Source: an optimization exercise on an open RTL-to-GDS flow (aim: small area and a short achievable clock period). Production flows keep margins and buffers that such runs may drop.
Function was not checked in any run shown here: the RTL went through the layout flow alone.
Power figures rest on the tool's default switching activity, not on a simulated workload.

==> flow/design.v <==
package ldpc_dec_pkg;
  localparam int ZC              = 32;
  localparam int DEC_OUT_LIFTING = 16;
  localparam int BLK_NUM         = 8;
  localparam int WORDS_23        = 4;
  localparam int WORDS_78        = 2;
  localparam logic [2:0] ILS_23 = 3'd1;
  localparam logic [2:0] ILS_78 = 3'd2;
  typedef logic [0:0] ser_state_t;
  localparam ser_state_t ST_IDLE = 1'b0;
  localparam ser_state_t ST_SEND = 1'b1;
endpackage
module ldpc_word_fifo #(
  parameter int WIDTH = 8,
  parameter int DEPTH = 5
) (
  input  logic                    clk,
  input  logic [DEPTH-1:0]        wen,
  input  logic [WIDTH-1:0]        din,
  output logic [DEPTH-1:0][WIDTH-1:0] q
);
  for (genvar i = 0; i < DEPTH; i++) begin : g_slot
    always_ff @(posedge clk) begin
      if (wen[i]) q[i] <= din;
    end
  end
endmodule
module ldpc_dec_out_serializer #(
  parameter int ZC              = ldpc_dec_pkg::ZC,
  parameter int DEC_OUT_LIFTING = ldpc_dec_pkg::DEC_OUT_LIFTING,
  parameter int OUT_W           = 64,
  parameter int FIFO_DEPTH      = 4,
  parameter int WORDS_23        = ldpc_dec_pkg::WORDS_23,
  parameter int WORDS_78        = ldpc_dec_pkg::WORDS_78,
  parameter int BLK_NUM         = ldpc_dec_pkg::BLK_NUM
) (
  input  logic                        clk,
  input  logic                        rst,
  input  logic [2:0]                  iLs,
  input  logic                        dec_valid,
  input  logic [2:0]                  dec_valid_cnt,
  input  logic [ZC*DEC_OUT_LIFTING-1:0] dec_data,
  output logic [OUT_W-1:0]            m_tdata,
  output logic                        m_tvalid,
  input  logic                        m_tready,
  output logic                        m_tlast,
  output logic [2:0]                  m_tuser,
  output logic                        ovf,
  output logic                        mode_err,
  output logic                        blk_done,
  output logic                        done_all
);
  localparam int IN_W  = ZC * DEC_OUT_LIFTING;
  localparam int BEATS = IN_W / OUT_W;
  localparam int BCW   = (BEATS > 1) ? $clog2(BEATS) : 1;
  localparam int MAXW  = (WORDS_23 > WORDS_78) ? WORDS_23 : WORDS_78;
  localparam int WCW   = $clog2(MAXW + 1);
  localparam int EW    = IN_W + 4;
  localparam int NS    = FIFO_DEPTH + 1;
  localparam int CW    = $clog2(FIFO_DEPTH + 1);
  localparam int BKW   = $clog2(BLK_NUM + 1);
  logic [WCW-1:0]               wcnt;
  logic [WCW-1:0]               words_q;
  logic [WCW-1:0]               words_cur;
  logic                         mode_ok;
  logic                         word_in;
  logic                         word_last;
  logic                         snd;       
  logic [BCW-1:0]               bcnt;      
  logic [CW-1:0]                qcnt;      
  logic [NS-1:0]                hd;        
  logic [NS-1:0]                wp;        
  logic [NS-1:0]                wen;       
  logic [NS-1:0][EW-1:0]        slot;
  logic                         tlast_q;
  logic [BKW-1:0]               blk_cnt;
  logic                         hs, eow, pop, push, full, load, last_beat;
  logic                         snd_n;
  logic [BCW-1:0]               bcnt_n;
  logic [CW-1:0]                qcnt_n;
  logic [NS-1:0]                hd_n, wp_n, rsel, rsel_n;
  logic [BEATS-1:0]             csel, csel_n;
  logic                         lastb;     
  logic                         lastb_n;
  logic [OUT_W-1:0]             nxt_data;
  logic [2:0]                   nxt_user;
  logic                         nxt_last;
  always_comb begin
    words_cur = words_q;
    mode_ok   = 1'b1;
    if (wcnt == '0) begin
      mode_ok = 1'b0;
      if (iLs == ldpc_dec_pkg::ILS_23) begin
        words_cur = WCW'(WORDS_23);
        mode_ok   = 1'b1;
      end else if (iLs == ldpc_dec_pkg::ILS_78) begin
        words_cur = WCW'(WORDS_78);
        mode_ok   = 1'b1;
      end
    end
  end
  assign word_in   = dec_valid && !done_all && mode_ok;
  assign word_last = (wcnt == words_cur - 1'b1);
  assign last_beat = lastb;
  assign hs        = snd && m_tready;
  assign eow       = hs && last_beat;
  assign pop       = (qcnt != '0) && (!snd || eow);
  assign full      = (qcnt == CW'(FIFO_DEPTH));
  assign push      = word_in && (!full || pop);
  assign load      = !snd || hs;
  always_ff @(posedge clk) begin
    if (rst) begin
      wcnt     <= '0;
      words_q  <= '0;
      ovf      <= 1'b0;
      mode_err <= 1'b0;
    end else if (dec_valid && !done_all) begin
      if (!mode_ok) begin
        mode_err <= 1'b1;
      end else begin
        if (wcnt == '0) words_q <= words_cur;
        wcnt <= word_last ? '0 : wcnt + 1'b1;
        if (!push) ovf <= 1'b1;
      end
    end
  end
  always_comb begin
    snd_n  = snd;
    bcnt_n = bcnt;
    hd_n   = hd;
    if (pop) begin
      snd_n  = 1'b1;
      bcnt_n = '0;
    end else if (eow) begin
      snd_n  = 1'b0;
      bcnt_n = '0;
    end else if (hs) begin
      bcnt_n = bcnt + 1'b1;
    end
    if (eow) hd_n = {hd[NS-2:0], hd[NS-1]};
    lastb_n = snd_n && (bcnt_n == BCW'(BEATS - 1));
    rsel_n = lastb_n ? {hd_n[NS-2:0], hd_n[NS-1]} : hd_n;
    csel_n = '0;
    if (!snd_n || lastb_n) csel_n[0] = 1'b1;
    else                   csel_n[bcnt_n + 1'b1] = 1'b1;
    qcnt_n = qcnt + CW'(push) - CW'(pop);
    wp_n   = push ? {wp[NS-2:0], wp[NS-1]} : wp;
  end
  always_ff @(posedge clk) begin
    if (rst) begin
      snd  <= 1'b0;
      bcnt <= '0;
      qcnt <= '0;
      hd   <= NS'(1);
      wp   <= NS'(1);
      wen  <= NS'(1);
      rsel <= NS'(1);
      csel <= BEATS'(1);
      lastb <= 1'b0;
    end else begin
      rsel <= rsel_n;
      csel <= csel_n;
      lastb <= lastb_n;
      snd  <= snd_n;
      bcnt <= bcnt_n;
      qcnt <= qcnt_n;
      hd   <= hd_n;
      wp   <= wp_n;
      wen  <= ((qcnt_n != CW'(FIFO_DEPTH)) || !snd_n || (bcnt_n == BCW'(BEATS - 1))) ? wp_n : '0;
    end
  end
  ldpc_word_fifo #(
    .WIDTH (EW),
    .DEPTH (NS)
  ) u_fifo (
    .clk  (clk),
    .wen  (wen),
    .din  ({dec_data, dec_valid_cnt, word_last}),
    .q    (slot)
  );
  always_comb begin
    nxt_data = '0;
    nxt_user = '0;
    for (int i = 0; i < NS; i++) begin
      for (int c = 0; c < BEATS; c++) begin
        nxt_data = nxt_data | ({OUT_W{rsel[i] & csel[c]}} & slot[i][4 + c*OUT_W +: OUT_W]);
      end
      nxt_user = nxt_user | ({3{rsel[i]}} & slot[i][3:1]);
    end
    nxt_last = 1'b0;
    for (int i = 0; i < NS; i++) nxt_last = nxt_last | (hd[i] & slot[i][0]);
    nxt_last = nxt_last && csel[BEATS-1];
  end
  always_ff @(posedge clk) begin
    if (load) begin
      m_tdata <= nxt_data;
      if (csel[0]) m_tuser <= nxt_user;
    end
  end
  always_ff @(posedge clk) begin
    if (rst)       tlast_q <= 1'b0;
    else if (load) tlast_q <= nxt_last;
  end
  always_ff @(posedge clk) begin
    if (rst) begin
      blk_done <= 1'b0;
      done_all <= 1'b0;
      blk_cnt  <= '0;
    end else begin
      blk_done <= hs && tlast_q;
      if (hs && tlast_q) begin
        blk_cnt <= blk_cnt + 1'b1;
        if (blk_cnt == BKW'(BLK_NUM - 1)) done_all <= 1'b1;
      end
    end
  end
  assign m_tvalid = snd;
  assign m_tlast  = tlast_q;
endmodule
==> flow/run.sh <==
#!/bin/bash
# synth_recipe.tcl (not shown) runs the flow's synth.tcl, then flattens the netlist and writes it again
# the make line also repeats each setting of config.mk as NAME=value (left out here)
make -C /OpenROAD-flow-scripts/flow DESIGN_CONFIG=/design/flow/config.mk WORK_HOME=/design/flow/orfs CLKGATE_MAP_FILE= SYNTH_SCRIPT=/design/flow/synth_recipe.tcl finish
==> flow/config.mk <==
export PLATFORM = sky130hd
export DESIGN_NAME = ldpc_dec_out_serializer
export DESIGN_NICKNAME = ldpc_dec_out_serializer
export VERILOG_FILES = /design/flow/design.v
export SDC_FILE = /design/flow/constraint.sdc
export NUM_CORES = 4
export LEC_CHECK = 0
export CAP_MARGIN = 20
export CORE_MARGIN = 2
export CORE_UTILIZATION = 55
export PLACE_DENSITY = 0.65
export SETUP_SLACK_MARGIN = 2.5
export SLEW_MARGIN = 20
==> flow/constraint.sdc <==
create_clock -name core_clock -period 5.0 [get_ports {clk}]
set_input_delay 1.0000 -clock core_clock [delete_from_list [all_inputs] [get_ports {clk}]]
set_output_delay 1.0000 -clock core_clock [all_outputs]
set_load 0.01 [all_outputs]
==> results.txt, run 1 <==
- Critical Path Start Type: input port
- Crit path to: wen[3]
- Net Count, Synth: 5860
- Sw Share: 24.5%
- Final Cycle Share: 52.4%
- H-Tree Depth: 5
- Number of I/O pins: 595
- Die height: 427 um
- WL/cell: 34.2 um
- Worst hold margin: 483 ps
- Max VDD drop: 368 uV
- Worst hold path class: register to register
- RePlAce Congestion: 0.814
- Final setup fails: 0
- Pin count of the biggest net entering global routing: 136
- RSZ-0062 raised after global routing: yes
- Iteration-0 DRC count of the detailed router: 7966
- Clock latency (worst-skew pair): 930 ps
- Fmax: 382 MHz
- Gr ovfl total: 0
- P_leak: 37.0 nW
- Initial antenna violation count: 105
- Cells after DPL: 8014
- Tightest Pin Transition: 1150 ps
- Grt met2 use: 50.7%
- Crit path max fanout: 6
- Pint: 41.5 mW
- Grt peak-use layer: met2
- Slew Limit Fails: 0
- Yosys warnings: 2
- Clock slew at reported path FFs: 60 ps
- Register share of total power: 52.3%
- Setup TNS: 0 ps
- Worst path required time: 5820 ps
- Net total in the final layout: 6523
- Register area share after synthesis: 82.0%
- Clock Power Share: 35.7%
- Fraction of registers with async set/reset: 0%
- Max_cap viols: 0
- Via count: 58015
- CTS Buf Count: 285
- Share of cells above drive strength 1: 11.3%
- Syn Std Cell Area: 98200 um2
- RR Endpoint: wen[3]
- Gate power share: 12.0%
- CTS tree: done
- R2R Setup Slk: 2390 ps
- Crit path launch: dec_valid
- Detailed-route vias per instance: 6.75
- Relative slew slack: 23.2%
- Met1 global-route usage: 41.6%
- Number of synthesized flops with an enable pin: 2647
- Final wirelength: 294 mm
- Initial core utilization: 55.2%
- Mean Syn Cell Area: 18.4 um2
- Total die area: 182000 um2
- Post-DP HPWL: 164 mm
- Power density cells: 473 nW/um2
- Critical path arrival: 3440 ps
- Fin cells: 8595
- Row cnt: 155
- Tmin final: 2620 ps
- R2R cell count: 15
- Routed Antenna Nets: 0
- Fillers: 12066
- Switching power: 13.5 mW
- RR Startpoint: wcnt[0]
- Crit Path Class: input port to register
- Synthesis-to-layout area growth: 18.4%
- Status: timing/DRC/antenna clean
- Buffers on Ports: 594
- Fin. Hold Viols: 0
- Chip width: 427 um
- First drt pass iteration count: 9
- Vias in the first global route: 57870
- Post-route DRC: 0
- Clock sink count: 2698
- Post-Synthesis Cells: 5326
- Crit. End Element: register
- First-pass GRT wire length: 409 mm
- Dominant synthesized flop cell: edfxtp_1
- Clock buffer depth: 4
- Root buf cell: clkbuf_16
- Core area: 178000 um2
- M3 GR Usage: 5.48%
- FF+latch count, synth: 2698
- Post-synth cell types: 71
- Worst Clk Skew: 51.3 ps
- GRT Overall Usage: 31.3%
-- cell usage after synthesis (7+ instances only) --
cell / n / share of area, %
a2111oi_0: 8 / 0.071
a211oi_1: 10 / 0.076
a21oi_1: 180 / 0.92
a221oi_1: 84 / 0.75
a222oi_1: 133 / 1.4
a22o_1: 245 / 2.2
a22oi_1: 827 / 6.3
a31oi_1: 32 / 0.20
a32o_1: 11 / 0.11
a32oi_1: 38 / 0.34
and2_1: 22 / 0.14
and3_1: 8 / 0.051
buf_1: 148 / 0.57
buf_2: 124 / 0.63
buf_6: 10 / 0.11
clkbuf_1: 97 / 0.37
dfxtp_1: 51 / 1.0
edfxtp_1: 2647 / 81
ha_1: 11 / 0.14
inv_1: 23 / 0.088
mux2i_1: 7 / 0.071
nand2_1: 169 / 0.65
nand3_1: 75 / 0.38
nand4_1: 52 / 0.33
nor2_1: 56 / 0.21
nor3_1: 20 / 0.10
nor4_1: 10 / 0.064
o2111ai_1: 11 / 0.098
o211ai_1: 7 / 0.054
o21ai_0: 26 / 0.13
o221a_2: 13 / 0.15
o22a_1: 27 / 0.24
o22ai_1: 50 / 0.32
or3_1: 8 / 0.051
xnor2_1: 9 / 0.080
-- power groups by stage --
stage | logic [mW] | registers (mW) | clock network (mW)
after floorplan | 2.42 | 29.9 | 0
after global placement | 6.29 | 29.1 | 0
after detailed placement | 6.35 | 29.2 | 0
after CTS | 6.29 | 28.7 | 19.8
after global routing | 7.01 | 28.9 | 20.6
final | 6.59 | 28.7 | 19.6
-- metrics by stage --
stage	total power [mW]	worst slack (ps)	utilization, %	cell area [um2]
2_1_floorplan	32.4	772	-	98200
3_3_place_gp	35.4	652	60.2	107000
3_5_place_dp	35.5	673	60.2	107000
4_1_cts	54.8	2330	65.0	116000
5_1_grt	56.5	2250	65.3	116000
6_report	54.9	2380	65.3	116000
-- cell usage in the layout (no fill, tap or decap), types with 11 or more instances in the layout --
master	instances
a21oi_1	179
a221oi_1	84
a222oi_1	133
a22o_1	245
a22oi_1	827
a31oi_1	32
a32o_1	11
a32oi_1	38
and2_1	12
buf_12	50
buf_2	56
buf_4	85
buf_6	29
bufinv_16	15
clkbuf_1	61
clkbuf_16	295
clkdlybuf4s50_1	517
clkinv_1	52
clkinv_2	44
dfxtp_1	26
dfxtp_4	20
diode_2	66
edfxtp_1	2647
inv_1	13
nand2_1	169
nand3_1	75
nand4_1	52
nor2_1	51
nor3_1	18
o2111ai_1	11
o21ai_0	25
o221a_2	13
o22a_1	27
o22ai_1	50
-- per-layer routing --
layer	share of wire, %	wire length [um]	vias up
met2	49	144000	3527
met5	0.12	341	-
met1	37	110000	29853
li1	-	-	23952
met4	4.0	11800	52
met3	9.3	27300	631
-- cell families (layout without fill, tap and decap cells) --
| kind of cell | Yosys count | count (layout) | synth area share [%] |
|---|---|---|---|
| DFF | 2698 | 2698 | 82.0 |
| AOI/OAI and AO/OA | 1736 | 1736 | 13.6 |
| and+or+nand+nor | 452 | 452 | 2.22 |
| buffers and inverters | 408 | 1256 | 1.80 |
| xor gates and xnor gates | 13 | 13 | 0.116 |
| adders and majority gates | 12 | 12 | 0.161 |
| muxes | 7 | 7 | 0.0714 |
| other | 0 | 66 | 0 |
-- layout make-up --
cell class              instances  area, um2  area share [%]
clock buffers                 352       7510            6.46
flip-flops and latches       2698      80600            69.3
diodes                         66        165           0.142
clock inverters               120        942           0.811
inverters                      28        155           0.134
multi-input cells            2220      16100            13.9
well taps                    2355       2950            2.54
repair buffers                756       7760            6.68
-- repair_timing --
item	in CTS	in global routing
gates cloned	0	4
buffers inserted	29	10
pin swaps	11	5
gates resized for setup	389	51
hold buffers	0	0
endpoints found under the setup margin	163	89
-- registers in the layout (all words and copies together) (netlist names), 4 cells and up --
name      flops
blk_cnt       4
csel          8
wen           5
hd            5
wp            5
m_tdata      64
rsel          5
u_fifo.q   2580
-- worst max-delay path: stages --
cell             delay, ps
clkdlybuf4s50_1        390
nor2b_2                190
and2_4                 190
nor3_4                 190
a21o_1                 110
ha_2                   160
inv_2                   40
fa_2                   350
xor2_2                 170
xnor2_2                220
nor4_4                  50
or2_4                  280
nor2_1                  90
-- how the worst min path moves through the flow --
stage	to	start	depth (start not counted)	slack (ps)
floorplan	words_q[0]	words_q[0]	1	460
global placement	mode_err	mode_err	2	470
detailed placement	words_q[0]	words_q[0]	1	470
CTS	words_q[0]	words_q[0]	1	480
global route	words_q[0]	words_q[0]	1	500
finish	words_q[0]	words_q[0]	1	480
==> inputs of run 2 (changes only) <==
--- a/flow/config.mk
+++ b/flow/config.mk
@@ -11,3 +11,3 @@
 export PLACE_DENSITY = 0.65
-export SETUP_SLACK_MARGIN = 2.5
+export SETUP_SLACK_MARGIN = 2.0
 export SLEW_MARGIN = 20
==> results.txt, run 2 <==
- Status: timing/DRC/antenna clean
- Post-synthesis mux area share: 0.0714%
- Fmax: 329 MHz
- Total die area: 182000 um2
- CP Cell Sequence: inv_2 -> buf_4 -> o22a_1 -> nand4_1 -> a2111oi_0 -> nand2_1
- Clock slew at reported path FFs: 60 ps
- Clock latency (worst-skew pair): 930 ps
- Tightest Pin Transition: 1250 ps
- First-pass GRT wire length: 407 mm
- Synthesis-to-layout area growth: 17.9%
- Initial core utilization: 55.2%
- H-Tree Depth: 5
- Fraction of registers with async set/reset: 0%
- Post-route DRC: 0
- Detailed-route vias per instance: 6.72
- CP max-delay cell: a2111oi_0
- Root buf cell: clkbuf_16
- Hold path startpoint: words_q[0]
- Worst hold margin: 483 ps
- Yosys warnings: 2
- Pint: 41.5 mW
- First drt pass iteration count: 8
- Critical Path Start Type: register
- Pin count of the biggest net entering global routing: 136
- Die height: 427 um
- Sw Share: 24.2%
- Hold depth: 1
- Clock Power Share: 35.8%
- Crit path largest cell delay: 610 ps
- R2R Setup Slk: 1960 ps
- Yosys top cell area share: 81.0%
- Critical path arrival: 3680 ps
- Adder-Cell Fraction of Synth Area: 0.161%
- Post-Synthesis Cells: 5326
- Footprint of the multi-input gates: 16000 um2
- Fin. Hold Viols: 0
- Hold Path End: words_q[0]
- Largest Register: u_fifo.q
- CP bufs+invs: 2
- Clock sink count: 2698
- Seq. cell area: 80600 um2
- Post-synthesis compound-gate area fraction: 13.6%
- Fillers: 12095
- Worst Clk Skew: 44.1 ps
- Slew Limit Fails: 0
- R2R cell count: 6
- Max VDD drop: 367 uV
- Worst path required time: 5640 ps
- P_leak: 36.6 nW
- Worst setup slack after placement: 673 ps
- Register area share after synthesis: 82.0%
- Post-DP HPWL: 164 mm
- Routed Antenna Nets: 0
- RePlAce Congestion: 0.814
- RSZ-0062 raised after global routing: yes
- Switching power: 13.2 mW
- Number of I/O pins: 595
- Crit Path Class: register to register
- CTS tree: done
- WL/cell: 33.5 um
- Net Count, Synth: 5860
- Initial antenna violation count: 105
- Tmin final: 3040 ps
- Gr ovfl total: 0
- Relative slew slack: 16.7%
- Dominant synthesized flop cell: edfxtp_1
- Largest family of logic cells by synthesized area: compound AO/OA/AOI/OAI gates
- Row cnt: 155
- CTS Buf Count: 285
- Power density cells: 473 nW/um2
- Top-count cell post-synth: edfxtp_1
- Post-synth cell types: 71
- Final setup fails: 0
- Iteration-0 DRC count of the detailed router: 7948
- Via count: 57475
- WP depth: 6
- Top cells by area, synth: edfxtp_1 (81%), a22oi_1 (6.3%), a22o_1 (2.2%), a222oi_1 (1.4%), dfxtp_1 (1.0%)
- Max_cap viols: 0
- Most frequent cells in the layout: edfxtp_1 (2647), a22oi_1 (827), clkdlybuf4s50_1 (584)
- Most common cell after layout, fill and taps aside: edfxtp_1
- Net total in the final layout: 6487
- Chip width: 427 um
- Clock buffer depth: 4
- Crit. End Element: register
- CP top delay family: buffers and inverters
- Final Total Pwr: 54.7 mW
- Post-synth top cells: edfxtp_1 (2647), a22oi_1 (827), a22o_1 (245)
- Buffers on Ports: 594
- Vias in the first global route: 57747
- Syn Std Cell Area: 98200 um2
- Max FFs per register: 2580
- Simple-gate share of the synthesized area: 2.22%
- Core area: 178000 um2
- RR Startpoint: csel[1]
- Setup TNS: 0 ps
- Register share of total power: 52.5%
- Number of synthesized flops with an enable pin: 2647
- Synth area leader: edfxtp_1
- XOR/XNOR Fraction of Synth Area: 0.116%
- Final wirelength: 287 mm
- Share of cells above drive strength 1: 8.98%
- Crit path max fanout: 34
- Gate power share: 11.7%
- GRT Overall Usage: 31.1%
- PnR worst setup slack: 1960 ps
- RR Endpoint: m_tdata[24]
- FF+latch count, synth: 2698
- Number of hold buffers added after CTS: 0
- Mean Syn Cell Area: 18.4 um2
- Worst hold path class: register to register
- Final Cycle Share: 60.8%
- Biggest regs: u_fifo.q x2580, m_tdata x64, csel x8
==> run 2: cell count changes in the layout (fill, tap and decap cells not counted), moves of 6 or more <==
| cell | delta |
|---|---|
| buf_4 | -7 |
| buf_8 | -6 |
| buf_2 | -56 |
| clkdlybuf4s50_1 | +67 |
| dlygate4sd2_1 | +7 |
| dfxtp_1 | +6 |
| and2_1 | +9 |
| buf_6 | -29 |
==> run 2: cell families (layout without fill, tap and decap cells) <==
kind of cell    count (synthesis)  after routing
compound gates               1736           1736
xor+xnor                       13             13
fa+ha+maj                      12             12
buf+inv                       408           1220
flops                        2698           2698
mux                             7              7
other cells                     0             63
simple gates                  452            452
==> run 2: layer usage <==
metal  up-vias  wire (um)  global-route usage, %
met1     29575     108000                   41.2
met3       635      25200                   5.65
met5         -        331                      0
met4        52      12200                   14.9
met2      3334     141000                   50.2
li1      23879          -                      -
==> run 2: how the worst max path moves through the flow <==
stage | startpoint | end | slack, ps
final | csel[1] | m_tdata[24] | 1960
after global routing | wcnt[0] | wen[3] | 1860
after CTS | m_tdata[50] | m_tdata[50] | 2010
after detailed placement | iLs[0] | wen[3] | 670
after global placement | iLs[0] | wen[3] | 650
after floorplan | wen[0] | u_fifo.q[0] | 770
==> run 2: through the flow <==
| stage | utilization, % | cell area [um2] | instances |
|---|---|---|---|
| 5_1_grt | 65.1 | 116000 | 8552 |
| 3_3_place_gp | 60.2 | 107000 | 8014 |
| 4_1_cts | 65.0 | 116000 | 8491 |
| 3_5_place_dp | 60.2 | 107000 | 8014 |
| 6_report | 65.1 | 116000 | 8556 |
| 2_1_floorplan | - | 98200 | 5326 |
==> run 2: area by class of cell <==
cell class	count	share of cell area, %
sequential	2698	69.6
multi-input combinational	2220	13.8
clock buffer	352	6.49
timing repair buffer	720	6.47
tap	2355	2.55
clock inverter	120	0.814
antenna	63	0.136
inverter	28	0.103
==> run 2: worst register-to-register path: stages (launching register included) <==
cell	delay, ps
dfxtp_4	530
inv_2	610
buf_4	580
o22a_1	250
nand4_1	90
a2111oi_0	610
nand2_1	120
==> run 2: power groups by stage <==
stage | combinational, mW | sequential, mW | clock, mW
3_3_place_gp | 6.29 | 29.1 | 0
4_1_cts | 6.39 | 28.7 | 19.8
6_report | 6.42 | 28.7 | 19.6
2_1_floorplan | 2.42 | 29.9 | 0
3_5_place_dp | 6.35 | 29.2 | 0
5_1_grt | 6.84 | 28.9 | 20.6
==> run 2: what timing repair did <==
item | CTS | global route
gates resized for setup | 18 | 4
pin swaps | 3 | 3
endpoints found under the setup margin | 24 | 15
setup buffers | 5 | 2

[separate check: timing with driven ports]
How much do the figures lean on ideal ports? The routed layouts below were timed once more, with nothing changed but the port constraints.
Step 1 (the two cells are an assumption about what drives the block):
set clk [get_ports {clk}]
set_driving_cell -lib_cell sky130_fd_sc_hd__clkbuf_16 $clk
set_driving_cell -lib_cell sky130_fd_sc_hd__buf_2 [delete_from_list [all_inputs] $clk]
Step 2 moves the port delays by t, midway between the first and last clock arrival at a register: inputs arrive t later, outputs are due t later. That takes back most of the time a late clock gives input paths.
a / b / c = no drivers / after step 1 / after step 2; a / b = the first two.
| run | shift t [ns] | slack for setup (ns) | worst slew at a driven data input, ns |
|---|---|---|---|
| run 1 | 0.990 | 2.381 / 2.306 / 1.456 | 0.22 |
| run 2 | 0.987 | 1.961 / 1.961 / 1.158 | 0.24 |
After both steps setup and hold are still met in every run listed. For run 1, which loses most, drivers alone change the setup slack by -0.075 ns; drivers and shift together by -0.925 ns.
